Background: an optimization exercise with open tools, aiming at small area. Do not read the settings as production practice. Where RTL was checked, it was by simulation tests only, not by an equivalence proof against the original. For run 1, only the layout was checked, not whether the RTL still works. Power is estimated from default activity; no workload was simulated.

--- flow/design.v ---
package sniffer_pkg;
  typedef logic [32-1:0] addr_t;
  typedef logic [32-1:0] data_t;
  typedef logic [4-1:0] be_t;
  typedef logic [32-1:0] ts_t;
  typedef logic [7:0] src_id_t;
  localparam int ReservedW = 128 - 8 - 32 - 32
                             - 32 - 4 - 3;
  typedef struct packed {
    src_id_t              source_id;     
    ts_t                  timestamp;     
    addr_t                address;       
    data_t                data;          
    be_t                  byte_enable;   
    logic                 we;            
    logic                 valid;         
    logic                 gnt;           
    logic [ReservedW-1:0] reserved;      
  } frame_t;
  typedef struct packed {
    logic                         req;      
    logic                         id1;      
    logic                         we_gnt;   
    be_t                          be;       
    addr_t                        addr;     
    data_t                        data;
    logic [12-1:0]  ts_lo;    
  } entry_t;
  localparam int EntryW = 3 + 4 + 32 + 32
                          + 12;
  typedef enum logic {
    IDLE,
    SHIFT
  } ser_state_e;
endpackage
module event_capture (
  input  logic                clk_i,
  input  logic                rst_ni,
  input  logic                instr_req_i,
  input  sniffer_pkg::addr_t  instr_addr_i,
  input  sniffer_pkg::data_t  instr_wdata_i,
  input  sniffer_pkg::be_t    instr_be_i,
  input  logic                instr_we_i,
  input  logic                instr_rvalid_i,
  input  sniffer_pkg::data_t  instr_rdata_i,
  input  logic                instr_gnt_i,
  input  logic                data_req_i,
  input  sniffer_pkg::addr_t  data_addr_i,
  input  sniffer_pkg::data_t  data_wdata_i,
  input  sniffer_pkg::be_t    data_be_i,
  input  logic                data_we_i,
  input  logic                data_rvalid_i,
  input  sniffer_pkg::data_t  data_rdata_i,
  input  logic                data_gnt_i,
  output logic                push_o,
  output sniffer_pkg::entry_t entry_o,
  output sniffer_pkg::ts_t    ts_o       
);
  sniffer_pkg::ts_t ts_q;
  always_ff @(posedge clk_i or negedge rst_ni) begin
    if (!rst_ni) begin
      ts_q <= '0;
    end else begin
      ts_q <= ts_q + sniffer_pkg::ts_t'(1);   
    end
  end
  assign ts_o = ts_q;
  always_comb begin
    push_o         = instr_req_i | instr_rvalid_i | data_req_i | data_rvalid_i;
    entry_o.req    = instr_req_i | (!instr_rvalid_i & data_req_i);
    entry_o.id1    = !instr_req_i & (instr_rvalid_i | data_req_i);
    entry_o.be     = instr_req_i ? instr_be_i : data_be_i;
    entry_o.addr   = instr_req_i ? instr_addr_i : data_addr_i;
    entry_o.ts_lo  = ts_q[12-1:0];
    if (instr_req_i) begin
      entry_o.we_gnt = instr_we_i;
      entry_o.data   = instr_wdata_i;
    end else if (instr_rvalid_i) begin
      entry_o.we_gnt = instr_gnt_i;
      entry_o.data   = instr_rdata_i;
    end else if (data_req_i) begin
      entry_o.we_gnt = data_we_i;
      entry_o.data   = data_wdata_i;
    end else begin
      entry_o.we_gnt = data_gnt_i;
      entry_o.data   = data_rdata_i;
    end
  end
endmodule
module frame_fifo #(
  parameter int Depth = 16
) (
  input  logic                clk_i,
  input  logic                rst_ni,
  input  logic                push_i,
  input  sniffer_pkg::entry_t entry_i,
  input  logic                pop_i,       
  input  logic                release_i,   
  input  logic                release_next_i,   
  output sniffer_pkg::entry_t head_o,      
  output logic                empty_o
);
  localparam int Slots = Depth + 1;
  localparam int W     = sniffer_pkg::EntryW;
  localparam int CntW  = $clog2(Depth) + 1;
  logic [CntW-1:0]  count_q;   
  logic             full;
  logic             push_ok;
  logic [Slots-1:0] valid_q;   
  logic [Slots-1:0] load;      
  logic [Slots-1:0] valid_in;  
  logic [Slots-1:0] valid_d;
  logic [Slots-1:0] stuck_d;   
  logic [Slots-1:0] keep_q;    
  logic [Slots-1:0][W-1:0] slot_q;
  logic [Slots-1:0][W-1:0] slot_in;
  assign full    = (count_q == CntW'(Depth));
  assign push_ok = push_i && !full;
  assign empty_o = (count_q == '0);
  always_ff @(posedge clk_i or negedge rst_ni) begin
    if (!rst_ni) begin
      count_q <= '0;
    end else begin
      case ({push_ok, pop_i})
        2'b10:   count_q <= count_q + 1'b1;
        2'b01:   count_q <= count_q - 1'b1;
        default: count_q <= count_q;   
      endcase
    end
  end
  always_comb begin
    load[Slots-1] = !valid_q[Slots-1] || release_i;
    for (int k = Slots - 2; k >= 0; k--) begin
      load[k] = !valid_q[k] || load[k+1];
    end
  end
  assign valid_in = {valid_q[Slots-2:0], push_ok};
  assign slot_in  = {slot_q[Slots-2:0], entry_i};
  always_comb begin
    for (int k = 0; k < Slots; k++) begin
      valid_d[k] = load[k] ? valid_in[k] : valid_q[k];
    end
    stuck_d[Slots-1] = valid_d[Slots-1] && !release_next_i;
    for (int k = Slots - 2; k >= 0; k--) begin
      stuck_d[k] = valid_d[k] && stuck_d[k+1];
    end
  end
  always_ff @(posedge clk_i or negedge rst_ni) begin
    if (!rst_ni) begin
      valid_q <= '0;
      keep_q  <= '0;
    end else begin
      valid_q <= valid_d;
      keep_q  <= stuck_d;
    end
  end
  for (genvar k = 0; k < Slots; k++) begin : g_slot
    always_ff @(posedge clk_i) begin
      slot_q[k] <= ({W{load[k]}} & slot_in[k]) | ({W{keep_q[k]}} & slot_q[k]);
    end
  end
  assign head_o = slot_q[Slots-1];
endmodule
module frame_serializer (
  input  logic                clk_i,
  input  logic                rst_ni,
  input  logic                empty_i,
  input  sniffer_pkg::entry_t entry_i,     
  input  sniffer_pkg::ts_t    ts_i,        
  output logic                pop_o,
  output logic                release_o,   
  output logic                release_next_o,   
  output logic                sniffer_tdo_o,
  output logic                sniffer_valid_o
);
  localparam int CntW  = $clog2(128);
  localparam int LoW   = 12;
  localparam int HiW   = 32 - LoW;
  localparam int HiPos = 88 + LoW;   
  logic            busy_q;      
  logic [CntW-1:0] bit_cnt_q;   
  logic            tdo_q;
  logic            valid_q;
  logic            wrapped;
  logic            lo_wrap;
  logic            hi_win;
  logic            borrow_q;    
  logic            ones_q;      
  logic [128-1:0] frame;
  logic            mask;
  logic            frame_bit;
  function automatic logic below(input logic [LoW-1:0] a, input logic [LoW-1:0] b);
    logic lt;
    lt = 1'b0;
    for (int i = 0; i < LoW; i++) begin
      lt = (a[i] ^ b[i]) ? b[i] : lt;
    end
    below = lt;
  endfunction
  assign pop_o     = !busy_q && !empty_i;   
  assign release_o = busy_q && (bit_cnt_q == CntW'(122));   
  assign release_next_o = busy_q && (bit_cnt_q == CntW'(121));
  assign wrapped = below(ts_i[LoW-1:0], entry_i.ts_lo);
  assign lo_wrap = &ts_i[LoW-1:0];   
  assign hi_win  = (bit_cnt_q >= CntW'(HiPos)) && (bit_cnt_q < CntW'(HiPos + HiW));
  always_ff @(posedge clk_i) begin
    if (!hi_win) begin
      borrow_q <= lo_wrap || wrapped;
      ones_q   <= 1'b1;
    end else begin
      borrow_q <= lo_wrap ? (ones_q && frame_bit) : (borrow_q && !frame_bit);
      ones_q   <= ones_q && frame_bit;
    end
  end
  assign frame = {5'b0, !(entry_i.req || entry_i.id1), entry_i.id1, entry_i.req,
                  ts_i[32-1:LoW], entry_i.ts_lo,
                  entry_i.addr,
                  entry_i.data,
                  entry_i.be,
                  entry_i.req && entry_i.we_gnt,
                  1'b1,
                  entry_i.req || entry_i.we_gnt,
                  17'b0};
  assign mask = !entry_i.req &&
                ((bit_cnt_q >= CntW'(20) && bit_cnt_q < CntW'(24)) ||
                 (bit_cnt_q >= CntW'(56) && bit_cnt_q < CntW'(88)));
  logic [31:0] sel1;
  logic [7:0]  sel2;
  logic [1:0]  sel3;
  always_comb begin
    for (int g = 0; g < 32; g++) sel1[g] = frame[4*g + bit_cnt_q[1:0]];
    for (int g = 0; g < 8; g++)  sel2[g] = sel1[4*g + bit_cnt_q[3:2]];
    for (int g = 0; g < 2; g++)  sel3[g] = sel2[4*g + bit_cnt_q[5:4]];
  end
  assign frame_bit = sel3[bit_cnt_q[6]];
  always_ff @(posedge clk_i or negedge rst_ni) begin
    if (!rst_ni) begin
      busy_q  <= 1'b0;
      tdo_q   <= 1'b0;
      valid_q <= 1'b0;
    end else begin
      if (pop_o) begin
        busy_q <= 1'b1;
      end else if (bit_cnt_q == CntW'(128 - 1)) begin
        busy_q <= 1'b0;
      end
      tdo_q   <= busy_q && ((frame_bit && !mask) ^ (hi_win && borrow_q));   
      valid_q <= busy_q;
    end
  end
  always_ff @(posedge clk_i) begin
    if (busy_q) begin
      bit_cnt_q <= bit_cnt_q + 1'b1;   
    end else begin
      bit_cnt_q <= '0;
    end
  end
  assign sniffer_tdo_o   = tdo_q;
  assign sniffer_valid_o = valid_q;
endmodule
module bus_sniffer (
  input  logic                clk_i,
  input  logic                rst_ni,
  input  logic                instr_req_i,
  input  sniffer_pkg::addr_t  instr_addr_i,
  input  sniffer_pkg::data_t  instr_wdata_i,
  input  sniffer_pkg::be_t    instr_be_i,
  input  logic                instr_we_i,
  input  logic                instr_rvalid_i,
  input  sniffer_pkg::data_t  instr_rdata_i,
  input  logic                instr_gnt_i,
  input  logic                data_req_i,
  input  sniffer_pkg::addr_t  data_addr_i,
  input  sniffer_pkg::data_t  data_wdata_i,
  input  sniffer_pkg::be_t    data_be_i,
  input  logic                data_we_i,
  input  logic                data_rvalid_i,
  input  sniffer_pkg::data_t  data_rdata_i,
  input  logic                data_gnt_i,
  output logic                sniffer_tdo_o,
  output logic                sniffer_valid_o
);
  logic   push;
  sniffer_pkg::entry_t cap_entry;
  sniffer_pkg::ts_t    ts;
  logic   pop;
  logic   release_head;
  logic   release_head_next;
  logic   empty;
  sniffer_pkg::entry_t head_entry;
  event_capture u_capture (
    .clk_i     (clk_i),
    .rst_ni    (rst_ni),
    .instr_req_i(instr_req_i),
    .instr_addr_i(instr_addr_i),
    .instr_wdata_i(instr_wdata_i),
    .instr_be_i(instr_be_i),
    .instr_we_i(instr_we_i),
    .instr_rvalid_i(instr_rvalid_i),
    .instr_rdata_i(instr_rdata_i),
    .instr_gnt_i(instr_gnt_i),
    .data_req_i(data_req_i),
    .data_addr_i(data_addr_i),
    .data_wdata_i(data_wdata_i),
    .data_be_i (data_be_i),
    .data_we_i (data_we_i),
    .data_rvalid_i(data_rvalid_i),
    .data_rdata_i(data_rdata_i),
    .data_gnt_i(data_gnt_i),
    .push_o    (push),
    .entry_o   (cap_entry),
    .ts_o      (ts)
  );
  frame_fifo #(
    .Depth (16)
  ) u_fifo (
    .clk_i   (clk_i),
    .rst_ni  (rst_ni),
    .push_i    (push),
    .entry_i   (cap_entry),
    .pop_i     (pop),
    .release_i (release_head),
    .release_next_i (release_head_next),
    .head_o    (head_entry),
    .empty_o   (empty)
  );
  frame_serializer u_serializer (
    .clk_i           (clk_i),
    .rst_ni          (rst_ni),
    .empty_i         (empty),
    .entry_i         (head_entry),
    .ts_i            (ts),
    .pop_o           (pop),
    .release_o       (release_head),
    .release_next_o  (release_head_next),
    .sniffer_tdo_o   (sniffer_tdo_o),
    .sniffer_valid_o (sniffer_valid_o)
  );
endmodule
--- flow/flow/run.sh ---
#!/bin/bash
# The standard layout (the standard.sh: standard synthesis, floorplan,
# power grid, placement, CTS, routing), with options the flow settings
# cannot reach:
#  - port buffers are the smallest buffer, buf_1, instead of the delay cell
#    buffer_ports picks by default (every port still gets its own buffer)
#  - CTS (same clustering and buffers as config.mk's CTS settings) without
#    dummy loads; the tree is still an H-tree balanced by CTS
# Each tool's output goes to the ORFS logs under orfs/logs/; make's own
# output is kept in flow_make.log here.
set -euo pipefail
cd "$(dirname "$0")/.."
export CTS_ARGS="-sink_clustering_enable -repair_clock_nets -dont_use_dummy_load -sink_clustering_size 32 -sink_clustering_max_diameter 60 -buf_list {sky130_fd_sc_hd__clkbuf_16}"
export BUFFER_PORTS_ARGS="-buffer_cell sky130_fd_sc_hd__buf_1"
bash standard.sh finish > flow_make.log 2>&1
--- flow/config.mk ---
export PLATFORM = sky130hd
export DESIGN_NAME = bus_sniffer
export DESIGN_NICKNAME = bus_sniffer
export VERILOG_FILES = /design/flow/design.v
export SDC_FILE = /design/flow/constraint.sdc
export NUM_CORES = 4
export LEC_CHECK = 0
export CAP_MARGIN = 20
export CORE_MARGIN = 2
export CORE_UTILIZATION = 65
export CTS_BUF_LIST = sky130_fd_sc_hd__clkbuf_4 sky130_fd_sc_hd__clkbuf_8
export CTS_CLUSTER_DIAMETER = 60
export CTS_CLUSTER_SIZE = 20
export PLACE_DENSITY = 0.75
export SLEW_MARGIN = 20
--- flow/constraint.sdc ---
create_clock -name core_clock -period 5.0 [get_ports {clk_i}]
set_input_delay 1.0000 -clock core_clock [delete_from_list [all_inputs] [get_ports {clk_i}]]
set_output_delay 1.0000 -clock core_clock [all_outputs]
set_load 0.01 [all_outputs]
--- flow/standard.sh ---
#!/bin/bash
# synth_recipe.tcl (not shown) runs the flow's synth.tcl, then flattens the netlist and writes it again
# the make line also repeats each setting of config.mk as NAME=value (left out here)
make -C /OpenROAD-flow-scripts/flow DESIGN_CONFIG=/design/flow/config.mk WORK_HOME=/design/flow/orfs CLKGATE_MAP_FILE= SYNTH_SCRIPT=/design/flow/synth_recipe.tcl "${@:-finish}"
==> impl_metrics.tcl, run 1 <==
set metrics [dict create \
    avgSynthCellArea_um2 12.3 \
    hold_class "flop to flop" \
    holdPathStages 1 \
    antenna_found_initial 7 \
    rr_worst_depth 8 \
    drt_iter0_markers 1695 \
    fin_crit_ns 3.43 \
    ir_drop_mv 0.336 \
    boundaryPins 212 \
    grt_max_degree 85 \
    rows 99 \
    maxSlewHeadroom 0.334 \
    drcViolationCount 0 \
    final_max_slew_viol_count 0 \
    port_buffers 211 \
    crit_path_cell_trace "buf_4 > nand4b_4 > o311ai_4 > nor3_1 > a221oi_1 > nor4_1 > o21ai_0 > a21oi_1" \
    antenna_cells 0 \
    die-area_um2 76300 \
    min_to "u_fifo.slot_q[763]" \
    wl_per_cell_um 17.4 \
    tightest_slew_ns 0.998 \
    max_cap_viol_count 0 \
    worstPathMaxFanout 27 \
    cts_tree "built" \
    regToRegSetupSlack_ns 1.57 \
    rsz0062_at_grt "false" \
    cp_data_required_time_ns 5.51 \
    worst_path_max_delay_cell "nor4_1" \
    synthArstFlopShare 0.0495 \
    hold_viol_final 0 \
    initial_utilization 0.658 \
    cp-startpoint "u_serializer.bit_cnt_q[2]" \
    p_per_area_nw_per_um2 585 \
    worstReg2RegStart "u_serializer.bit_cnt_q[2]" \
    clk_latency_ns 0.65 \
    nets 4109 \
    ys_top_cells_by_count "1420 x dfxtp_1, 1334 x a22o_1, 272 x clkbuf_1" \
    yosys_warnings 3 \
    cts_hold_buf 0 \
    avgViaCountPerCell 6.00 \
    status "complete, no violations" \
    arrival_ns 3.94 \
    cts_inserted_buffers 73 \
    clk_transition_reported_paths_ns 0.11 \
    worstSetupStartpointType "flop" \
    ctsResizeCount 0 \
    yosysUniqueCellTypes 65 \
    ys.flop_type "dfxtp_1" \
    seq_area_frac_synth 0.629 \
    vias 29100 \
    synth_edf_count 0 \
    yosys.area.top_type "dfxtp_1" \
    critPathCaptureType "flop" \
    synthTopCellsByArea "dfxtp_1 59%, a22o_1 24%, dfrtp_1 3.8%" \
    final_layout_size_suffix_gt1_frac 0.0517 \
    track_usage 0.214 \
    first_pass_iters 5 \
    tns_ns 0 \
    post-cts-setup-buffers 0 \
    fin_crit_sh 0.686 \
    synth-seq-cells 1494 \
    coreArea_um2 73200 \
    syn_area_um2 48200 \
    timing.rr.end "u_fifo.keep_q[1]" \
    antenna_left 0 \
    max_freq_mhz 291 \
    overflow 0 \
    worstSetupPathType "flop to flop" \
    hp-start "u_fifo.slot_q[680]" \
    cts_root_buffer "clkbuf_16" \
    htreeDepth 3 \
    place.gp.congestion 0.947 \
    whs_ns 0.408 \
    syn_inst 3903 \
    die_height_um 276 \
    areaGrowthSynthToFinish_pct 5.87 \
    clk_path_buf_depth 3 \
    leakagePower_nw 20.5 \
    grt_pass1_vias 27200 \
    hpwl_um 58900 \
    setup-violations-final 0 \
    die_x_um 276 \
    synth_most_common_cell "dfxtp_1" \
    synth_fp_nets 4123 \
    slowest_delay_ns 0.80 \
    clock_sinks 1494 \
    grt_pass1_wl_um 140000 \
    synth_top_area_frac 0.590 \
    skew_ns 0.0602 \
    wl_um 84200 \
]
[metal layers]
metal | up-vias | track usage | share of wire
met2 | 556 | 0.349 | 0.44
met1 | 13700 | 0.302 | 0.50
li1 | 14700 | - | -
met3 | 111 | 0.0263 | 0.036
met4 | 0 | 0.0639 | 0.021
met5 | - | 0 | 0
[metrics by stage]
step	cells	util	worst slack (ns)	instance area [um2]	total power [W]
4_1_cts	4845	0.696	1.63	51000	0.0301
3_5_place_dp	4772	0.672	1.50	49200	0.0242
2_1_floorplan	3903	-	1.55	48200	0.0227
5_1_grt	4846	0.697	1.35	51000	0.0315
6_report	4846	0.697	1.57	51000	0.0298
3_3_place_gp	4772	0.672	1.44	49200	0.0238
[critical path, delay by kind of cell (launching register included)]
family | cells | cell delay, ns
buffers and inverters | 1 | 0.31
AOI/OAI and AO/OA | 4 | 1.17
and+or+nand+nor | 3 | 1.54
DFF | 1 | 0.31
[state kept, by name (all words and copies together) (netlist names)]
register                count
u_serializer.ones_q         1
u_serializer.borrow_q       1
u_capture.ts_q             32
u_serializer.bit_cnt_q      7
u_fifo.valid_q             17
u_serializer.tdo_q          1
u_serializer.valid_q        1
u_fifo.keep_q              17
u_fifo.count_q              5
u_fifo.slot_q            1411
u_serializer.busy_q         1
[layout make-up]
| type | count | area (um2) |
|---|---|---|
| Clock buffer | 73 | 1830 |
| Fill cell | 5036 | 22200 |
| Inverter | 30 | 113 |
| Multi-Input combinational cell | 2032 | 16400 |
| Sequential cell | 1494 | 30300 |
| Tap cell | 959 | 1200 |
| Timing Repair Buffer | 258 | 1170 |
[power breakdown]
group / internal [W] / switching [W] / total (W)
Clock: 0.00262 / 0.00333 / 0.00595
Combinational: 0.00364 / 0.00143 / 0.00507
Sequential: 0.0163 / 0.00255 / 0.0188
Total: 0.0225 / 0.00731 / 0.0298
[cells in the final DEF, fill, tap and decap left out, drive strengths merged, types with 5 or more instances in the layout]
| cell type | n |
|---|---|
| mux4 | 21 |
| nor2b | 8 |
| nand2b | 17 |
| nand3 | 27 |
| inv | 30 |
| and3 | 7 |
| dfrtp | 74 |
| and2 | 15 |
| maj3 | 5 |
| mux2i | 88 |
| xor2 | 9 |
| nor3 | 8 |
| nand2 | 122 |
| nor4 | 9 |
| nor2 | 91 |
| clkbuf | 77 |
| o21ai | 84 |
| dfxtp | 1420 |
| nand4 | 8 |
| a22oi | 5 |
| buf | 254 |
| ha | 9 |
| xnor2 | 30 |
| or3 | 5 |
| a22o | 1334 |
| a21oi | 77 |
[how the worst max path moves through the flow]
stage                   endpoint  slack [ns]  cells past startpoint
2_1_floorplan  u_fifo.count_q[4]        1.55                     14
3_3_place_gp   u_fifo.count_q[4]        1.44                     13
3_5_place_dp   u_fifo.count_q[4]        1.50                     13
4_1_cts        u_fifo.slot_q[51]        1.63                      8
5_1_grt         u_fifo.keep_q[2]        1.35                      8
6_report        u_fifo.keep_q[1]        1.57                      8
[logic make-up (layout without fill, tap and decap cells)]
family,count (synthesis),count (layout),synth area share
muxes,111,111,0.0286
DFF,1494,1494,0.629
xor gates and xnor gates,39,39,0.00709
adders and majority gates,15,15,0.00379
buffers and inverters,377,361,0.0323
AOI/OAI and AO/OA,1534,1534,0.267
and+or+nand+nor,333,333,0.0324
==> inputs of run 2 (changes only) <==
--- a/flow/design.v
+++ b/flow/design.v
@@ -97,5 +97,4 @@
   input  logic                pop_i,       
   input  logic                release_i,   
-  input  logic                release_next_i,   
   output sniffer_pkg::entry_t head_o,      
   output logic                empty_o
@@ -110,7 +109,4 @@
   logic [Slots-1:0] load;      
   logic [Slots-1:0] valid_in;  
-  logic [Slots-1:0] valid_d;
-  logic [Slots-1:0] stuck_d;   
-  logic [Slots-1:0] keep_q;    
   logic [Slots-1:0][W-1:0] slot_q;
   logic [Slots-1:0][W-1:0] slot_in;
@@ -137,25 +133,20 @@
   assign valid_in = {valid_q[Slots-2:0], push_ok};
   assign slot_in  = {slot_q[Slots-2:0], entry_i};
-  always_comb begin
-    for (int k = 0; k < Slots; k++) begin
-      valid_d[k] = load[k] ? valid_in[k] : valid_q[k];
-    end
-    stuck_d[Slots-1] = valid_d[Slots-1] && !release_next_i;
-    for (int k = Slots - 2; k >= 0; k--) begin
-      stuck_d[k] = valid_d[k] && stuck_d[k+1];
-    end
-  end
   always_ff @(posedge clk_i or negedge rst_ni) begin
     if (!rst_ni) begin
       valid_q <= '0;
-      keep_q  <= '0;
     end else begin
-      valid_q <= valid_d;
-      keep_q  <= stuck_d;
+      for (int k = 0; k < Slots; k++) begin
+        if (load[k]) begin
+          valid_q[k] <= valid_in[k];
+        end
+      end
     end
   end
   for (genvar k = 0; k < Slots; k++) begin : g_slot
     always_ff @(posedge clk_i) begin
-      slot_q[k] <= ({W{load[k]}} & slot_in[k]) | ({W{keep_q[k]}} & slot_q[k]);
+      if (load[k]) begin
+        slot_q[k] <= slot_in[k];
+      end
     end
   end
@@ -170,5 +161,4 @@
   output logic                pop_o,
   output logic                release_o,   
-  output logic                release_next_o,   
   output logic                sniffer_tdo_o,
   output logic                sniffer_valid_o
@@ -200,5 +190,4 @@
   assign pop_o     = !busy_q && !empty_i;   
   assign release_o = busy_q && (bit_cnt_q == CntW'(122));   
-  assign release_next_o = busy_q && (bit_cnt_q == CntW'(121));
   assign wrapped = below(ts_i[LoW-1:0], entry_i.ts_lo);
   assign lo_wrap = &ts_i[LoW-1:0];   
@@ -286,5 +275,4 @@
   logic   pop;
   logic   release_head;
-  logic   release_head_next;
   logic   empty;
   sniffer_pkg::entry_t head_entry;
@@ -321,5 +309,4 @@
     .pop_i     (pop),
     .release_i (release_head),
-    .release_next_i (release_head_next),
     .head_o    (head_entry),
     .empty_o   (empty)
@@ -333,5 +320,4 @@
     .pop_o           (pop),
     .release_o       (release_head),
-    .release_next_o  (release_head_next),
     .sniffer_tdo_o   (sniffer_tdo_o),
     .sniffer_valid_o (sniffer_valid_o)
--- a/flow/flow/run.sh
+++ b/flow/flow/run.sh
@@ -11,5 +11,5 @@
 set -euo pipefail
 cd "$(dirname "$0")/.."
-export CTS_ARGS="-sink_clustering_enable -repair_clock_nets -dont_use_dummy_load -sink_clustering_size 32 -sink_clustering_max_diameter 60 -buf_list {sky130_fd_sc_hd__clkbuf_16}"
+export CTS_ARGS="-sink_clustering_enable -repair_clock_nets -dont_use_dummy_load -sink_clustering_size 20 -sink_clustering_max_diameter 60 -buf_list {sky130_fd_sc_hd__clkbuf_4 sky130_fd_sc_hd__clkbuf_8}"
 export BUFFER_PORTS_ARGS="-buffer_cell sky130_fd_sc_hd__buf_1"
 bash standard.sh finish > flow_make.log 2>&1
==> run 2 against run 1 <==
Non-clock buffer count down 25. Total power is 39% lower. Synthesized cell count is 47% lower. Die area is 0.51% lower. Area after synthesis fell by 0.52%. Cell area is 0.63% higher. Clock power decreased by 23%. Sequential share of layout area is 26 points higher. Register-to-register slack got worse by 0.58 ns. First-iteration DRC count fell by 25%. Utilization rose by 0.68 points. Clock skew rose by 0.0023 ns.
==> impl_metrics.tcl, run 2 <==
set metrics [dict create \
    status "complete, no violations" \
    largest_register_ffs 1411 \
    track_usage 0.155 \
    yosysUniqueCellTypes 56 \
    seq_area_frac_synth 0.918 \
    die-area_um2 75900 \
    leakagePower_nw 16.0 \
    htreeDepth 3 \
    maxSlewHeadroom 0.312 \
    clk_latency_ns 0.70 \
    grt_pass1_vias 17100 \
    reg_top3 "u_fifo.slot_q (1411), u_capture.ts_q (32), u_fifo.valid_q (17)" \
    synth_edf_count 1411 \
    cts_inserted_buffers 88 \
    synth_most_common_cell "edfxtp_1" \
    avgSynthCellArea_um2 23.3 \
    instances_no_fill 3301 \
    rsz0062_at_grt "false" \
    worstPathMaxFanout 43 \
    clk_path_buf_depth 3 \
    fin_crit_sh 0.802 \
    yosys.area.top_type "edfxtp_1" \
    drcViolationCount 0 \
    ys_top_cells_by_count "1411 x edfxtp_1, 77 x nand2_1, 69 x nor2_1" \
    drt_iter0_markers 1263 \
    hold_viol_final 0 \
    avgViaCountPerCell 5.25 \
    ys.flop_type "edfxtp_1" \
    post-cts-setup-buffers 0 \
    synth_fp_nets 2274 \
    synth-seq-cells 1477 \
    ctsResizeCount 0 \
    final_layout_size_suffix_gt1_frac 0.0847 \
    port_buffers 211 \
    whs_ns 0.374 \
    ir_drop_mv 0.230 \
    critPathCaptureType "flop" \
    cts_hold_buf 0 \
    die_x_um 276 \
    holdPathStages 0 \
    coreArea_um2 73000 \
    clk_transition_reported_paths_ns 0.10 \
    p_per_area_nw_per_um2 357 \
    final-seq-area_um2 44000 \
    synthArstFlopShare 0.0386 \
    final_util 0.703 \
    antenna_found_initial 2 \
    areaGrowthSynthToFinish_pct 7.10 \
    synthTopCellsByArea "edfxtp_1 88%, dfrtp_1 3.0%, mux2i_1 1.0%" \
    rr_worst_depth 9 \
    yosys_warnings 3 \
    grt_max_degree 86 \
    placedCellCount 3207 \
    cp_data_required_time_ns 5.35 \
    syn_inst 2056 \
    hpwl_um 38400 \
    fill_cells 4145 \
    boundaryPins 212 \
    place.gp.congestion 0.942 \
    clock_sinks 1477 \
    max_freq_mhz 249 \
    initial_utilization 0.657 \
    skew_ns 0.0624 \
    mostFrequentLayoutCell "edfxtp_1" \
    max_cap_viol_count 0 \
    antenna_left 0 \
    setup-violations-final 0 \
    tightest_slew_ns 1.03 \
    setup_slack_ns 0.990 \
    first_pass_iters 6 \
    layout.cells.most_common_list "1411 x edfxtp_1, 207 x buf_1, 88 x clkbuf_8, 72 x nand2_1, 68 x nor2_1" \
    final_max_slew_viol_count 0 \
    worstSetupStartpointType "flop" \
    wl_per_cell_um 17.2 \
    nets 2557 \
    syn_area_um2 47900 \
    wl_um 56700 \
    vias 17300 \
    fin_crit_ns 4.01 \
    die_height_um 276 \
    cts_root_buffer "clkbuf_8" \
    hold_class "flop to flop" \
    arrival_ns 4.36 \
    regMostFlops "u_fifo.slot_q" \
    dp_slack_ns 1.11 \
    overflow 0 \
    worstSetupPathType "flop to flop" \
    multi_input_comb_area_um2 3780 \
    grt_pass1_wl_um 89600 \
    synth_top_area_frac 0.884 \
    rows 99 \
    cts_tree "built" \
]
## run 2: power breakdown
| part | internal, W | switching, W |
|---|---|---|
| Combinational | 0.000137 | 0.000172 |
| Sequential | 0.0134 | 0.0000305 |
| Clock | 0.00159 | 0.00301 |
## run 2: logic make-up after synthesis
kind of cell / Yosys count / share of synthesized area
and+or+nand+nor: 238 / 0.0228
muxes: 105 / 0.0284
adders and majority gates: 12 / 0.00311
xor gates and xnor gates: 40 / 0.00731
DFF: 1477 / 0.918
buffers and inverters: 69 / 0.00621
AOI/OAI and AO/OA: 115 / 0.0143
## run 2: final timing paths
kind | startpoint | slack [ns] | endpoint
max in group asynchronous | rst_ni | 3.61 | u_capture.ts_q[23]
worst min-delay path | u_fifo.slot_q[1000] | 0.37 | u_fifo.slot_q[1083]
worst min register to register | u_fifo.slot_q[1000] | 0.37 | u_fifo.slot_q[1083]
min in group asynchronous | rst_ni | 0.41 | u_fifo.valid_q[5]
worst max register to register | u_serializer.bit_cnt_q[3] | 0.99 | u_fifo.slot_q[68]
worst max-delay path | u_serializer.bit_cnt_q[3] | 0.99 | u_fifo.slot_q[68]
## run 2: layout make-up
class / instances / share of cell area
sequential: 1477 / 0.857
multi-input combinational: 510 / 0.0736
clock buffer: 88 / 0.0236
tap: 959 / 0.0234
timing repair buffer: 233 / 0.0197
inverter: 29 / 0.00244
antenna: 5 / 0.000244
## run 2: worst max-delay path, stage by stage, from the launching register on
cell and delay, ns:
dfxtp_1 0.77, nand3_1 0.25, or2_2 0.39, o21ai_4 0.22, nor2_1 0.14, and2_4 0.20, and4_1 0.24, and2_1 0.33
nand3_4 0.53, buf_4 0.55
## run 2: layer usage
metal / vias to the layer above / wire [um] / global-route usage
met5: - / 0 / 0
met4: 0 / 1900 / 0.0573
met3: 126 / 2630 / 0.0289
met2: 446 / 27700 / 0.249
met1: 8285 / 24500 / 0.217
li1: 8483 / - / -
## run 2: through the flow
| stage | power, W | cell area, um2 | setup TNS (ns) |
|---|---|---|---|
| floorplan | 0.0138 | 48000 | -62.46 |
| global placement | 0.0139 | 50100 | 0 |
| detailed placement | 0.0140 | 50100 | 0 |
| CTS | 0.0185 | 51300 | 0 |
| global route | 0.0189 | 51300 | 0 |
| finish | 0.0183 | 51300 | 0 |
==> inputs of run 3 (changes only) <==
--- a/flow/design.v
+++ b/flow/design.v
@@ -58,4 +58,5 @@
 );
   sniffer_pkg::ts_t ts_q;
+  logic win_ir, win_iv, win_dr, win_dv;
   always_ff @(posedge clk_i or negedge rst_ni) begin
     if (!rst_ni) begin
@@ -70,20 +71,17 @@
     entry_o.req    = instr_req_i | (!instr_rvalid_i & data_req_i);
     entry_o.id1    = !instr_req_i & (instr_rvalid_i | data_req_i);
+    win_ir = instr_req_i;
+    win_iv = !instr_req_i && instr_rvalid_i;
+    win_dr = !instr_req_i && !instr_rvalid_i && data_req_i;
+    win_dv = !instr_req_i && !instr_rvalid_i && !data_req_i;   
     entry_o.be     = instr_req_i ? instr_be_i : data_be_i;
     entry_o.addr   = instr_req_i ? instr_addr_i : data_addr_i;
     entry_o.ts_lo  = ts_q[12-1:0];
-    if (instr_req_i) begin
-      entry_o.we_gnt = instr_we_i;
-      entry_o.data   = instr_wdata_i;
-    end else if (instr_rvalid_i) begin
-      entry_o.we_gnt = instr_gnt_i;
-      entry_o.data   = instr_rdata_i;
-    end else if (data_req_i) begin
-      entry_o.we_gnt = data_we_i;
-      entry_o.data   = data_wdata_i;
-    end else begin
-      entry_o.we_gnt = data_gnt_i;
-      entry_o.data   = data_rdata_i;
-    end
+    entry_o.we_gnt = (win_ir & instr_we_i) | (win_iv & instr_gnt_i) |
+                     (win_dr & data_we_i) | (win_dv & data_gnt_i);
+    entry_o.data   = ({32{win_ir}} & instr_wdata_i) |
+                     ({32{win_iv}} & instr_rdata_i) |
+                     ({32{win_dr}} & data_wdata_i) |
+                     ({32{win_dv}} & data_rdata_i);
   end
 endmodule
@@ -97,4 +95,5 @@
   input  logic                pop_i,       
   input  logic                release_i,   
+  input  logic                release_next_i,   
   output sniffer_pkg::entry_t head_o,      
   output logic                empty_o
@@ -109,4 +108,7 @@
   logic [Slots-1:0] load;      
   logic [Slots-1:0] valid_in;  
+  logic [Slots-1:0] valid_d;
+  logic [Slots-1:0] stuck_d;   
+  logic [Slots-1:0] keep_q;    
   logic [Slots-1:0][W-1:0] slot_q;
   logic [Slots-1:0][W-1:0] slot_in;
@@ -133,20 +135,25 @@
   assign valid_in = {valid_q[Slots-2:0], push_ok};
   assign slot_in  = {slot_q[Slots-2:0], entry_i};
+  always_comb begin
+    for (int k = 0; k < Slots; k++) begin
+      valid_d[k] = load[k] ? valid_in[k] : valid_q[k];
+    end
+    stuck_d[Slots-1] = valid_d[Slots-1] && !release_next_i;
+    for (int k = Slots - 2; k >= 0; k--) begin
+      stuck_d[k] = valid_d[k] && stuck_d[k+1];
+    end
+  end
   always_ff @(posedge clk_i or negedge rst_ni) begin
     if (!rst_ni) begin
       valid_q <= '0;
+      keep_q  <= '0;
     end else begin
-      for (int k = 0; k < Slots; k++) begin
-        if (load[k]) begin
-          valid_q[k] <= valid_in[k];
-        end
-      end
+      valid_q <= valid_d;
+      keep_q  <= stuck_d;
     end
   end
   for (genvar k = 0; k < Slots; k++) begin : g_slot
     always_ff @(posedge clk_i) begin
-      if (load[k]) begin
-        slot_q[k] <= slot_in[k];
-      end
+      slot_q[k] <= ({W{load[k]}} & slot_in[k]) | ({W{keep_q[k]}} & slot_q[k]);
     end
   end
@@ -161,4 +168,5 @@
   output logic                pop_o,
   output logic                release_o,   
+  output logic                release_next_o,   
   output logic                sniffer_tdo_o,
   output logic                sniffer_valid_o
@@ -190,4 +198,5 @@
   assign pop_o     = !busy_q && !empty_i;   
   assign release_o = busy_q && (bit_cnt_q == CntW'(122));   
+  assign release_next_o = busy_q && (bit_cnt_q == CntW'(121));
   assign wrapped = below(ts_i[LoW-1:0], entry_i.ts_lo);
   assign lo_wrap = &ts_i[LoW-1:0];   
@@ -275,4 +284,5 @@
   logic   pop;
   logic   release_head;
+  logic   release_head_next;
   logic   empty;
   sniffer_pkg::entry_t head_entry;
@@ -309,4 +319,5 @@
     .pop_i     (pop),
     .release_i (release_head),
+    .release_next_i (release_head_next),
     .head_o    (head_entry),
     .empty_o   (empty)
@@ -320,4 +331,5 @@
     .pop_o           (pop),
     .release_o       (release_head),
+    .release_next_o  (release_head_next),
     .sniffer_tdo_o   (sniffer_tdo_o),
     .sniffer_valid_o (sniffer_valid_o)
--- a/flow/config.mk
+++ b/flow/config.mk
@@ -8,5 +8,5 @@
 export CAP_MARGIN = 20
 export CORE_MARGIN = 2
-export CORE_UTILIZATION = 65
+export CORE_UTILIZATION = 55
 export CTS_BUF_LIST = sky130_fd_sc_hd__clkbuf_4 sky130_fd_sc_hd__clkbuf_8
 export CTS_CLUSTER_DIAMETER = 60
==> run 3 against run 2 <==
Utilization decreased by 12 points. Hold slack better by 0.028 ns. Cell area fell by 1.1%. Sequential cell count grew 17. Highest routed layer unchanged.
==> impl_metrics.tcl, run 3 <==
set metrics [dict create \
    regToRegSetupSlack_ns 1.34 \
    mostFrequentLayoutCell "dfxtp_1" \
    maxSlewHeadroom 0.256 \
    grt_pass1_vias 26600 \
    status "complete, no violations" \
    antenna_found_initial 2 \
    ctsResizeCount 0 \
    track_usage 0.183 \
    synth_edf_count 0 \
    tns_ns 0 \
    fin_crit_sh 0.731 \
    cts_hold_buf 0 \
    max_freq_mhz 274 \
    antenna_left 0 \
    clk_path_buf_depth 3 \
    layout.cells.most_common_list "1419 x dfxtp_1, 1333 x a22o_1, 207 x buf_1, 115 x nand2_1, 99 x nor2_1" \
    skew_ns 0.0667 \
    synth-adder-area-share 0.00339 \
    seq_area_frac_synth 0.631 \
    hold_class "input port to async pin" \
    clk_latency_ns 0.70 \
    cts_tree "built" \
    synthMuxAreaShare 0.0283 \
    max_cap_viol_count 0 \
    leakagePower_nw 20.4 \
    coreArea_um2 86600 \
    worstSetupStartpointType "flop" \
    critPathCaptureType "flop" \
    areaGrowthSynthToFinish_pct 5.82 \
    htreeDepth 3 \
    yosys_warnings 3 \
    p_per_area_nw_per_um2 565 \
    port_buffers 211 \
    die_x_um 299 \
    ir_drop_mv 0.261 \
    drt_iter0_markers 1719 \
    p_total_w 0.0287 \
    yosysUniqueCellTypes 67 \
    hold_viol_final 0 \
    post-cts-setup-buffers 0 \
    boundaryPins 212 \
    worstReg2RegStart "u_serializer.bit_cnt_q[4]" \
    overflow 0 \
    worstSetupPathType "flop to flop" \
    final_util 0.586 \
    cp_data_required_time_ns 5.56 \
    worstPathMaxFanout 85 \
    place.gp.congestion 0.779 \
    synthXorXnorAreaFrac 0.00712 \
    wl_um 84000 \
    synth_top_area_frac 0.593 \
    avgSynthCellArea_um2 12.3 \
    tightest_slew_ns 1.11 \
    nets 4133 \
    final_max_slew_viol_count 0 \
    initial_utilization 0.554 \
    die-area_um2 89600 \
    setup_slack_ns 1.34 \
    die_height_um 299 \
    drcViolationCount 0 \
    fill_cells 6921 \
    reg_top3 "u_fifo.slot_q (1411), u_capture.ts_q (32)" \
    wl_per_cell_um 16.6 \
    arrival_ns 4.21 \
    synth_fp_nets 4111 \
    clk_transition_reported_paths_ns 0.11 \
    ys.flop_type "dfxtp_1" \
    synth_most_common_cell "dfxtp_1" \
    rr_worst_depth 8 \
    vias 28800 \
    largest_register_ffs 1411 \
    dp_slack_ns 1.30 \
    rows 108 \
    hpwl_um 55000 \
    synth_top_family_by_area "compound AO/OA/AOI/OAI gates" \
    syn_inst 3891 \
    fin_crit_ns 3.66 \
    ys_top_cells_by_count "1420 x dfxtp_1, 1333 x a22o_1, 298 x clkbuf_1" \
    synth-seq-cells 1494 \
    synthArstFlopShare 0.0495 \
    clock_sinks 1494 \
    avgViaCountPerCell 5.68 \
    cts_root_buffer "clkbuf_8" \
    final_layout_size_suffix_gt1_frac 0.0586 \
    syn_area_um2 48000 \
    cts_inserted_buffers 91 \
    whs_ns 0.403 \
    regMostFlops "u_fifo.slot_q" \
    grt_max_degree 86 \
    grt_pass1_wl_um 141000 \
    rsz0062_at_grt "false" \
    first_pass_iters 5 \
    synthTopCellsByArea "dfxtp_1 59%, a22o_1 24%, dfrtp_1 3.9%" \
    timing.rr.end "u_fifo.keep_q[2]" \
    post_synth_and_or_nand_nor_area_fraction 0.0306 \
    synth-compound-area-share 0.269 \
    yosys.area.top_type "dfxtp_1" \
    setup-violations-final 0 \
]
-- run 3: cell types whose count changed after synthesis, sizes merged, moves of 40 or more --
cell / previous run / this run
a22o: 0 / 1333
clkbuf: 24 / 303
dfxtp: 9 / 1420
edfxtp: 1411 / 0
nand2: 77 / 120
o21ai: 44 / 84
-- run 3: per-layer routing --
metal / up-vias / GRT usage / share of wire
met5: - / 0 / 0
met4: 0 / 0.0424 / 0.014
met3: 86 / 0.0225 / 0.037
met2: 448 / 0.285 / 0.43
met1: 13600 / 0.274 / 0.52
li1: 14700 / - / -
-- run 3: power by group --
group	switching (W)	leakage, nW	internal (W)
Combinational	0.00135	7.02	0.00362
Clock	0.00328	0.654	0.00164
Sequential	0.00249	12.7	0.0163
-- run 3: layout make-up --
type / count / area (um2) / area share
antenna: 3 / 7.51 / 0.000148
clock buffer: 91 / 1250 / 0.0247
sequential: 1494 / 30300 / 0.597
tap: 1155 / 1450 / 0.0285
inverter: 27 / 101 / 0.00200
timing repair buffer: 275 / 1360 / 0.0267
multi-input combinational: 2024 / 16300 / 0.321
-- run 3: worst max-delay path: stages, from the launching register on --
cell and delay, ns:
dfxtp_1 0.62, nand4_1 0.40, o311a_1 0.61, nand3_2 0.20, buf_4 0.65, a31oi_1 0.33
o221a_2 0.28, a21boi_0 0.22, and2_1 0.22
-- run 3: kinds of logic (layout without fill, tap and decap cells) --
kind of cell | Yosys count | count (layout)
compound gates | 1546 | 1546
flops | 1494 | 1494
buf+inv | 373 | 393
simple gates | 322 | 322
mux | 104 | 104
xor+xnor | 39 | 39
fa+ha+maj | 13 | 13
other cells | 0 | 3
-- run 3: how the worst max path moves through the flow --
stage                                   start  cells after the start  slack (ns)                 to
global placement                  instr_req_i                     13        1.23  u_fifo.count_q[4]
finish              u_serializer.bit_cnt_q[4]                      8        1.34   u_fifo.keep_q[2]
detailed placement                instr_req_i                     13        1.30  u_fifo.count_q[4]
CTS                 u_serializer.bit_cnt_q[4]                      8        1.32   u_fifo.keep_q[2]
global route        u_serializer.bit_cnt_q[4]                      8        1.08   u_fifo.keep_q[2]
floorplan                          data_req_i                     14        1.55  u_fifo.count_q[4]
-- run 3: metrics by stage --
step / instances / area, um2
final: 5069 / 50800
after global routing: 5067 / 50800
after CTS: 5066 / 50700
after detailed placement: 4975 / 49500
after global placement: 4975 / 49500
after floorplan: 3891 / 48000
==> inputs of run 4 (changes only) <==
--- a/flow/config.mk
+++ b/flow/config.mk
@@ -8,8 +8,8 @@
 export CAP_MARGIN = 20
 export CORE_MARGIN = 2
-export CORE_UTILIZATION = 55
+export CORE_UTILIZATION = 72
 export CTS_BUF_LIST = sky130_fd_sc_hd__clkbuf_4 sky130_fd_sc_hd__clkbuf_8
 export CTS_CLUSTER_DIAMETER = 60
 export CTS_CLUSTER_SIZE = 20
-export PLACE_DENSITY = 0.75
+export PLACE_DENSITY = 0.8
 export SLEW_MARGIN = 20
==> run 4 against run 3 <==
Still clean on timing, DRC and antenna. Final cell count is 6.2% lower. Sequential share of layout area up 0.78 points. Routed wire length grew 3.0%. Total power is 0.21% higher. Register-to-register slack worse by 0.25 ns. Sequential cell count stayed put. Area after synthesis stayed put. Die area is 23% lower. Hold slack worse by 0.15 ns. Critical path type unchanged. Largest cell class unchanged. Largest power group unchanged.
==> impl_metrics.tcl, run 4 <==
set metrics [dict create \
    status "complete, no violations" \
    switching_share 0.254 \
    hold_class "input port to async pin" \
    p_per_area_nw_per_um2 573 \
    fin_crit_ns 3.90 \
    grt_pass1_wl_um 140000 \
    combinationalPowerShare 0.176 \
    place.gp.congestion 0.900 \
    clk_transition_reported_paths_ns 0.12 \
    worst_path_max_delay_cell "nand3_2" \
    rr_worst_depth 7 \
    cp_data_required_time_ns 5.57 \
    synth_edf_count 0 \
    vias 29100 \
    yosys.area.top_type "dfxtp_1" \
    synthArstFlopShare 0.0495 \
    ir_drop_mv 0.249 \
    synth_most_common_cell "dfxtp_1" \
    clk_latency_ns 0.70 \
    critPathTopFamily "simple AND/OR/NAND/NOR gates" \
    avgSynthCellArea_um2 12.3 \
    cp.depth 7 \
    max_cap_viol_count 0 \
    crit_path_cell_trace "nand2b_1 > o311a_1 > nand3_2 > nor4_2 > nand3_2 > buf_4 > a22o_1" \
    ys_top_cells_by_count "1420 x dfxtp_1, 1333 x a22o_1, 298 x clkbuf_1" \
    die-area_um2 68700 \
    die_x_um 262 \
    antenna_left 0 \
    rsz0062_at_grt "false" \
    final_layout_size_suffix_gt1_frac 0.0530 \
    port_buffers 211 \
    clk_path_buf_depth 3 \
    regMostFlops "u_fifo.slot_q" \
    dp_slack_ns 1.16 \
    yosysUniqueCellTypes 67 \
    boundaryPins 212 \
    cts_hold_buf 0 \
    yosys_warnings 3 \
    synthTopCellsByArea "dfxtp_1 59%, a22o_1 24%, dfrtp_1 3.9%" \
    antenna_found_initial 1 \
    drt_iter0_markers 1806 \
    ctsResizeCount 0 \
    synth_top_area_frac 0.593 \
    wl_per_cell_um 18.2 \
    die_height_um 262 \
    cts_inserted_buffers 85 \
    coreArea_um2 65900 \
    track_usage 0.243 \
    tightest_slew_ns 0.930 \
    setup_slack_ns 1.10 \
    nets 4109 \
    cp_num_buf_inv 1 \
    drcViolationCount 0 \
    hpwl_um 60700 \
    avgViaCountPerCell 6.13 \
    overflow 0 \
    arrival_ns 4.47 \
    whs_ns 0.252 \
    clock_sinks 1494 \
    synth-seq-cells 1494 \
    final_max_slew_viol_count 0 \
    worstSetupPathType "flop to flop" \
    setup-violations-final 0 \
    pwr-share-clk 0.166 \
    areaGrowthSynthToFinish_pct 4.44 \
    seq_area_frac_synth 0.631 \
    slowest_delay_ns 0.68 \
    mostFrequentLayoutCell "dfxtp_1" \
    p_total_w 0.0287 \
    max_freq_mhz 256 \
    ys.flop_type "dfxtp_1" \
    cts_root_buffer "clkbuf_8" \
    hold_viol_final 0 \
    reg_top3 "u_fifo.slot_q (1411), u_capture.ts_q (32)" \
    rows 94 \
    wl_um 86500 \
    worstPathMaxFanout 48 \
    syn_inst 3891 \
    critPathMostFrequentCell "nand3_2" \
    largest_register_ffs 1411 \
    maxSlewHeadroom 0.380 \
    syn_area_um2 48000 \
    synth_fp_nets 4111 \
    initial_utilization 0.728 \
    skew_ns 0.0596 \
    first_pass_iters 5 \
    grt_max_degree 85 \
    p_int_w 0.0214 \
    p_seq_frac 0.658 \
    fin_crit_sh 0.781 \
    critPathCaptureType "flop" \
    leakagePower_nw 20.2 \
    cts_tree "built" \
    layout.cells.most_common_list "1419 x dfxtp_1, 1333 x a22o_1, 207 x buf_1, 115 x nand2_1, 99 x nor2_1" \
    grt_pass1_vias 27200 \
    tns_ns 0 \
    p_sw_w 0.00729 \
    post-cts-setup-buffers 0 \
    worstSetupStartpointType "flop" \
    htreeDepth 3 \
]
run 4: worst register-to-register path: stages, from the launching register on:
cell and delay [ns]:
dfxtp_1 0.50, nand2b_1 0.35, o311a_1 0.55, nand3_2 0.26, nor4_2 0.68, nand3_2 0.68, buf_4 0.52, a22o_1 0.24
run 4: cell type report:
class,count,area [um2]
clock buffer,85,1170
timing repair buffer,257,1150
multi-input combinational,2024,16300
sequential,1494,30300
tap,864,1080
antenna,2,5.00
fill,4305,15800
inverter,27,101
run 4: metrics by stage:
step / util / std cells / instance area (um2)
floorplan: - / 3891 / 48000
global placement: 0.743 / 4666 / 48900
detailed placement: 0.743 / 4666 / 48900
CTS: 0.761 / 4751 / 50100
global route: 0.761 / 4752 / 50100
finish: 0.761 / 4753 / 50100
run 4: cells by family (layout without fill, tap and decap cells):
group | count (synthesis) | after routing | share of synthesized area
AO/OA/AOI/OAI | 1546 | 1546 | 0.269
flip-flops | 1494 | 1494 | 0.631
buffers and inverters | 373 | 369 | 0.0305
AND/OR/NAND/NOR | 322 | 322 | 0.0306
multiplexers | 104 | 104 | 0.0283
XOR/XNOR | 39 | 39 | 0.00712
adder cells (fa/ha/maj) | 13 | 13 | 0.00339
other | 0 | 2 | 0
run 4: final timing paths:
| check | endpoint | from | slack (ns) |
|---|---|---|---|
| min | u_fifo.count_q[4] | rst_ni | 0.25 |
| min reg2reg | u_fifo.slot_q[1236] | u_fifo.slot_q[1153] | 0.45 |
| min in group core_clock | u_fifo.slot_q[1236] | u_fifo.slot_q[1153] | 0.45 |
| max reg2reg | u_fifo.slot_q[289] | u_serializer.bit_cnt_q[3] | 1.10 |
| max | u_fifo.slot_q[289] | u_serializer.bit_cnt_q[3] | 1.10 |
| max in group asynchronous | u_fifo.keep_q[16] | rst_ni | 3.66 |
run 4: power groups by stage:
stage                     clock [W]  sequential, W  combinational (W)
after global routing        0.00529         0.0194            0.00557
after detailed placement          0         0.0192            0.00508
final                       0.00476         0.0189            0.00506
after floorplan                   0         0.0182            0.00449
after CTS                   0.00492         0.0189            0.00509
after global placement            0         0.0190            0.00478
run 4: routing by layer:
layer / vias to the layer above / routed length, um / track usage
li1: 14700 / - / -
met1: 13700 / 41800 / 0.338
met2: 621 / 38200 / 0.388
met3: 140 / 4200 / 0.0432
met4: 0 / 2330 / 0.0796
met5: - / 0 / 0
==> inputs of run 5 (changes only) <==
--- a/flow/config.mk
+++ b/flow/config.mk
@@ -8,8 +8,8 @@
 export CAP_MARGIN = 20
 export CORE_MARGIN = 2
-export CORE_UTILIZATION = 72
+export CORE_UTILIZATION = 65
 export CTS_BUF_LIST = sky130_fd_sc_hd__clkbuf_4 sky130_fd_sc_hd__clkbuf_8
 export CTS_CLUSTER_DIAMETER = 60
 export CTS_CLUSTER_SIZE = 20
-export PLACE_DENSITY = 0.8
+export PLACE_DENSITY = 0.75
 export SLEW_MARGIN = 20
==> run 5 against run 4 <==
Clock-buffer cell count increased by 4. Sequential cell count stayed put. Total power is 0.15% higher. Non-clock buffer count is 1 lower. Die area rose by 11%. Maximum frequency rose by 2.2%. Routed wire length fell by 0.29%. Global-route usage decreased by 2.0 points. Clock skew grew 0.0017 ns. Utilization decreased by 7.1 points. Cell area grew 0.38%.
==> impl_metrics.tcl, run 5 <==
set metrics [dict create \
    status "complete, no violations" \
    syn_area_um2 48000 \
    skew_ns 0.0613 \
    hold_viol_final 0 \
    cp_num_buf_inv 1 \
    clk_latency_ns 0.71 \
    combinationalPowerShare 0.175 \
    areaGrowthSynthToFinish_pct 4.84 \
    final_layout_size_suffix_gt1_frac 0.0535 \
    layout.cells.most_common_list "1419 x dfxtp_1, 1333 x a22o_1, 207 x buf_1, 115 x nand2_1, 99 x nor2_1" \
    cts_root_buffer "clkbuf_8" \
    synth_top_area_frac 0.593 \
    track_usage 0.223 \
    leakagePower_nw 20.2 \
    worstReg2RegStart "u_serializer.bit_cnt_q[3]" \
    critPathTopFamily "simple AND/OR/NAND/NOR gates" \
    critPathCaptureType "flop" \
    crit_path_cell_trace "nand2b_1 > o311a_1 > nand3_2 > nor4_2 > nand2_2 > buf_4 > a22o_1" \
    htreeDepth 3 \
    syn_inst 3891 \
    nets 4112 \
    rows 99 \
    cts_inserted_buffers 89 \
    fin_crit_sh 0.764 \
    rsz0062_at_grt "false" \
    fin_crit_ns 3.82 \
    synth_edf_count 0 \
    port_buffers 211 \
    pwr-share-clk 0.169 \
    synth_fp_nets 4111 \
    first_pass_iters 5 \
    die-area_um2 76000 \
    switching_share 0.253 \
    wl_um 86300 \
    synthArstFlopShare 0.0495 \
    p_total_w 0.0288 \
    clock_sinks 1494 \
    drt_iter0_markers 2008 \
    cts_tree "built" \
    drcViolationCount 0 \
    worst_path_max_delay_cell "nor4_2" \
    tightest_slew_ns 0.985 \
    hold_class "input port to async pin" \
    p_seq_frac 0.656 \
    yosys_warnings 3 \
    tns_ns 0 \
    coreArea_um2 73000 \
    grt_pass1_vias 27600 \
    hpwl_um 59700 \
    maxSlewHeadroom 0.344 \
    antenna_found_initial 1 \
    p_per_area_nw_per_um2 572 \
    max_freq_mhz 262 \
    setup-violations-final 0 \
    ys_top_cells_by_count "1420 x dfxtp_1, 1333 x a22o_1, 298 x clkbuf_1" \
    ys.flop_type "dfxtp_1" \
    avgSynthCellArea_um2 12.3 \
    clk_transition_reported_paths_ns 0.10 \
    clk_path_buf_depth 3 \
    worstPathMaxFanout 49 \
    reg_top3 "u_fifo.slot_q (1411), u_capture.ts_q (32)" \
    avgViaCountPerCell 5.99 \
    arrival_ns 4.41 \
    grt_pass1_wl_um 143000 \
    synth_most_common_cell "dfxtp_1" \
    ir_drop_mv 0.310 \
    yosysUniqueCellTypes 67 \
    overflow 0 \
    wl_per_cell_um 17.8 \
    fill_cells 5157 \
    post-cts-setup-buffers 0 \
    synthTopCellsByArea "dfxtp_1 59%, a22o_1 24%, dfrtp_1 3.9%" \
    seq_area_frac_synth 0.631 \
    die_height_um 276 \
    initial_utilization 0.657 \
    mostFrequentLayoutCell "dfxtp_1" \
    vias 29100 \
    antenna_left 0 \
    cts_hold_buf 0 \
    ctsResizeCount 0 \
    synth-seq-cells 1494 \
    yosys.area.top_type "dfxtp_1" \
    p_sw_w 0.00726 \
    cp-startpoint "u_serializer.bit_cnt_q[3]" \
    p_int_w 0.0215 \
    regMostFlops "u_fifo.slot_q" \
    max_cap_viol_count 0 \
    die_x_um 276 \
    boundaryPins 212 \
    cp_data_required_time_ns 5.59 \
    grt_max_degree 85 \
    place.gp.congestion 0.898 \
    worstSetupStartpointType "flop" \
    slowest_delay_ns 0.66 \
    worstSetupPathType "flop to flop" \
    final_max_slew_viol_count 0 \
    largest_register_ffs 1411 \
]
[run 5: worst paths after layout]
check | end | slack [ns] | cells past startpoint
max | u_fifo.slot_q[385] | 1.18 | 7
min | u_fifo.count_q[4] | 0.14 | 1
max reg2reg | u_fifo.slot_q[385] | 1.18 | 7
min reg2reg | u_fifo.slot_q[174] | 0.44 | 1
max in group asynchronous | u_fifo.keep_q[16] | 3.69 | 2
min in group core_clock | u_fifo.slot_q[174] | 0.44 | 1
[run 5: cell families after synthesis]
family,Yosys count,share of synthesized area
multiplexers,104,0.0283
adder cells (fa/ha/maj),13,0.00339
AO/OA/AOI/OAI,1546,0.269
AND/OR/NAND/NOR,322,0.0306
buffers and inverters,373,0.0305
XOR/XNOR,39,0.00712
flip-flops,1494,0.631
[run 5: cell type report]
type | instances | area, um2 | share of cell area
tap | 959 | 1200 | 0.0239
timing repair buffer | 256 | 1160 | 0.0232
multi-input combinational | 2024 | 16300 | 0.324
antenna | 1 | 2.50 | 0.0000498
inverter | 27 | 101 | 0.00202
clock buffer | 89 | 1220 | 0.0244
sequential | 1494 | 30300 | 0.603
[run 5: worst register-to-register path, delay by kind of cell (launching register included)]
family	cells	cell delay, ns
AOI/OAI and AO/OA	2	0.82
and+or+nand+nor	4	1.92
buffers and inverters	1	0.48
DFF	1	0.50
[run 5: routing by layer]
layer,wire [um],GRT usage
met1,43200,0.320
met2,37400,0.352
met3,3410,0.0276
met4,2270,0.0764
met5,0,0
[run 5: per-stage QoR]
| step | cell area [um2] | instances | utilization | hold slack, ns | worst slack [ns] |
|---|---|---|---|---|---|
| 3_5_place_dp | 49100 | 4760 | 0.672 | 0.448 | 1.21 |
| 2_1_floorplan | 48000 | 3891 | - | 0.423 | 1.55 |
| 4_1_cts | 50300 | 4849 | 0.689 | 0.0742 | 1.21 |
| 6_report | 50300 | 4850 | 0.689 | 0.137 | 1.18 |
| 3_3_place_gp | 49100 | 4760 | 0.672 | 0.432 | 1.33 |
| 5_1_grt | 50300 | 4850 | 0.689 | 0.0870 | 0.873 |
[run 5: power by group through the flow]
stage	clock, W	sequential [W]	combinational (W)
after global placement	0	0.0190	0.00480
after global routing	0.00547	0.0194	0.00557
final	0.00486	0.0189	0.00502
after CTS	0.00501	0.0189	0.00506
after detailed placement	0	0.0192	0.00505
after floorplan	0	0.0182	0.00449
==> inputs of run 6 (changes only) <==
==> flow/config.mk (replaced) <==
export PLATFORM = sky130hd
export DESIGN_NAME = bus_sniffer
export DESIGN_NICKNAME = bus_sniffer
export VERILOG_FILES = /design/flow/design.v
export SDC_FILE = /design/flow/constraint.sdc
export NUM_CORES = 4
export LEC_CHECK = 0
export CAP_MARGIN = 5
export CORE_MARGIN = 2
export CORE_UTILIZATION = 70
export PLACE_DENSITY = 0.8
export SLEW_MARGIN = 5
==> run 6 against run 5 <==
Still clean. Cell area is 0.33% lower. Combinational power up 0.8%. Synthesized cell count unchanged. Area after synthesis stayed put. Via count grew 1.3%. Setup slack better by 0.066 ns. Sequential power barely moved. Critical path type unchanged. Critical endpoint is now u_fifo.slot_q[61]. Largest power group unchanged.
==> impl_metrics.tcl, run 6 <==
set metrics [dict create \
    status "complete, no violations" \
    final_max_slew_viol_count 0 \
    synthTopCellsByArea "dfxtp_1 59%, a22o_1 24%, dfrtp_1 3.9%" \
    cts_inserted_buffers 86 \
    fin_crit_sh 0.751 \
    setup-violations-final 0 \
    cts_hold_buf 0 \
    slowest_delay_ns 0.73 \
    hpwl_um 60200 \
    max_freq_mhz 266 \
    final_layout_size_suffix_gt1_frac 0.0527 \
    seq_area_frac_synth 0.631 \
    ctsResizeCount 0 \
    avgSynthCellArea_um2 12.3 \
    synthXorXnorAreaFrac 0.00712 \
    combinationalPowerShare 0.176 \
    switching_share 0.254 \
    cts_root_buffer "clkbuf_8" \
    reg_top3 "u_fifo.slot_q (1411), u_capture.ts_q (32)" \
    final-seq-area_um2 30300 \
    port_buffers 211 \
    rsz0062_at_grt "false" \
    tns_ns 0 \
    synthMuxAreaShare 0.0283 \
    first_pass_iters 5 \
    synth-adder-area-share 0.00339 \
    grt_max_degree 86 \
    synth-compound-area-share 0.269 \
    hold_viol_final 0 \
    post_synth_and_or_nand_nor_area_fraction 0.0306 \
    worst_path_max_delay_cell "and3_2" \
    boundaryPins 212 \
    worstSetupStartpointType "flop" \
    yosys.area.top_type "dfxtp_1" \
    die-area_um2 70600 \
    clk_transition_reported_paths_ns 0.11 \
    clk_path_buf_depth 3 \
    wl_per_cell_um 18.2 \
    leakagePower_nw 20.2 \
    pwr-share-clk 0.167 \
    critPathCaptureType "flop" \
    yosysUniqueCellTypes 67 \
    overflow 0 \
    p_per_area_nw_per_um2 574 \
    avgViaCountPerCell 6.18 \
    clk_latency_ns 0.71 \
    skew_ns 0.0472 \
    tightest_slew_ns 0.967 \
    areaGrowthSynthToFinish_pct 4.49 \
    post-cts-setup-buffers 0 \
    rows 95 \
    synth_most_common_cell "dfxtp_1" \
    die_height_um 266 \
    die_x_um 266 \
    drt_iter0_markers 1980 \
    crit_path_cell_trace "nand2b_1 > o311a_1 > nand3_2 > or4_4 > nor2_4 > and3_2 > buf_4 > o21ai_0" \
    fill_cells 4465 \
    syn_inst 3891 \
    vias 29400 \
    p_seq_frac 0.658 \
    p_int_w 0.0214 \
    synth_edf_count 0 \
    p_sw_w 0.00731 \
    whs_ns 0.101 \
    regToRegSetupSlack_ns 1.25 \
    yosys_warnings 3 \
    fin_crit_ns 3.75 \
    synth_top_family_by_area "compound AO/OA/AOI/OAI gates" \
    synth_top_area_frac 0.593 \
    multi_input_comb_area_um2 16300 \
    ir_drop_mv 0.257 \
    layout.cells.most_common_list "1419 x dfxtp_1, 1333 x a22o_1, 207 x buf_1, 115 x nand2_1, 99 x nor2_1" \
    largest_register_ffs 1411 \
    drcViolationCount 0 \
    place.gp.congestion 0.917 \
    max_cap_viol_count 0 \
    clock_sinks 1494 \
    cp_data_required_time_ns 5.59 \
    worstSetupPathType "flop to flop" \
    regMostFlops "u_fifo.slot_q" \
    grt_pass1_wl_um 142000 \
    worstReg2RegStart "u_serializer.bit_cnt_q[3]" \
    antenna_left 0 \
    syn_area_um2 48000 \
    track_usage 0.237 \
    ys_top_cells_by_count "1420 x dfxtp_1, 1333 x a22o_1, 298 x clkbuf_1" \
    maxSlewHeadroom 0.355 \
    cts_tree "built" \
    coreArea_um2 67500 \
    synth-seq-cells 1494 \
    cp-startpoint "u_serializer.bit_cnt_q[3]" \
    hold_class "input port to async pin" \
    synth_fp_nets 4111 \
    antenna_found_initial 2 \
    htreeDepth 3 \
    worstPathMaxFanout 56 \
    nets 4109 \
    grt_pass1_vias 27400 \
    synthArstFlopShare 0.0495 \
    mostFrequentLayoutCell "dfxtp_1" \
    initial_utilization 0.710 \
    arrival_ns 4.34 \
    ys.flop_type "dfxtp_1" \
    wl_um 86600 \
]
==> run 6: cell families after synthesis <==
group	after synthesis
buffers and inverters	373
adder cells (fa/ha/maj)	13
XOR/XNOR	39
AND/OR/NAND/NOR	322
AO/OA/AOI/OAI	1546
flip-flops	1494
multiplexers	104
==> run 6: final cells by class <==
class	instances	share of cell area
Sequential cell	1494	0.605
Multi-Input combinational cell	2024	0.325
Clock buffer	86	0.0236
Timing Repair Buffer	256	0.0230
Tap cell	873	0.0218
Inverter	27	0.00202
Antenna cell	1	0.0000499
==> run 6: path summary, 6_finish.rpt <==
| check | end | depth (start not counted) |
|---|---|---|
| max reg2reg | u_fifo.slot_q[61] | 8 |
| min | u_fifo.count_q[2] | 1 |
| min reg2reg | u_fifo.slot_q[1331] | 1 |
| max | u_fifo.slot_q[61] | 8 |
| min in group core_clock | u_fifo.slot_q[1331] | 1 |
| max in group asynchronous | u_fifo.keep_q[15] | 2 |
==> run 6: per-layer routing <==
| metal | track usage | vias to the layer above | share of wire |
|---|---|---|---|
| met5 | 0 | - | 0 |
| met2 | 0.375 | 648 | 0.44 |
| met4 | 0.0756 | 0 | 0.025 |
| met1 | 0.339 | 14000 | 0.49 |
| met3 | 0.0363 | 138 | 0.047 |
| li1 | - | 14700 | - |
==> run 6: power by group through the flow <==
stage | logic (W) | clock network (W) | registers (W)
5_1_grt | 0.00556 | 0.00533 | 0.0194
2_1_floorplan | 0.00449 | 0 | 0.0182
3_3_place_gp | 0.00478 | 0 | 0.0190
3_5_place_dp | 0.00509 | 0 | 0.0192
4_1_cts | 0.00510 | 0.00494 | 0.0189
6_report | 0.00506 | 0.00479 | 0.0189
==> run 6: stage by stage <==
stage / area, um2 / worst slack, ns / utilization / power, W / cells
after floorplan: 48000 / 1.55 / - / 0.0227 / 3891
after global placement: 48900 / 1.38 / 0.725 / 0.0238 / 4674
after detailed placement: 48900 / 1.29 / 0.725 / 0.0243 / 4674
after CTS: 50100 / 1.31 / 0.742 / 0.0289 / 4760
after global routing: 50100 / 1.02 / 0.742 / 0.0303 / 4761
final: 50100 / 1.25 / 0.742 / 0.0288 / 4761
==> run 6: worst max-delay path: cells and delay by family, from the launching register on <==
kind	cells	cell delay (ns)
AO/OA/AOI/OAI	2	0.66
AND/OR/NAND/NOR	5	2.12
flip-flops	1	0.51
buffers and inverters	1	0.32

[afterwards: timing with drivers on the ports]
In the flow no input, the clock included, has a driving cell. The finished layouts below were timed again as built, in two steps.
Step 1 sets driving cells, clkbuf_16 on the clock port and buf_2 on the other inputs (assumed; they add their load-dependent delay and slew).
Step 2, shift: input delay + t, output delay - t, t = (earliest + latest rising clock arrival at the registers) / 2. This alone moves slack from input paths to output paths.
a / b / c = ideal / step 1 / step 2; a / b = the first two.
run | t, ns | slack for setup (ns) | clock arrival spread, ns
run 1 | 0.671 | 1.568 / 1.568 / 1.507 | 0.077 / 0.077
run 2 | 0.726 | 0.990 / 0.990 / 0.990 | 0.069 / 0.069
run 3 | 0.740 | 1.344 / 1.344 / 1.344 | 0.089 / 0.089
run 4 | 0.738 | 1.096 / 1.096 / 1.096 | 0.061 / 0.061
run 5 | 0.750 | 1.181 / 1.181 / 1.181 | 0.076 / 0.076
run 6 | 0.742 | 1.246 / 1.246 / 1.246 | 0.061 / 0.061
After both steps every run listed still meets setup and hold. The setup slack of run 1, which loses most, moves by 0.000 ns with the drivers and by -0.061 ns with both steps.
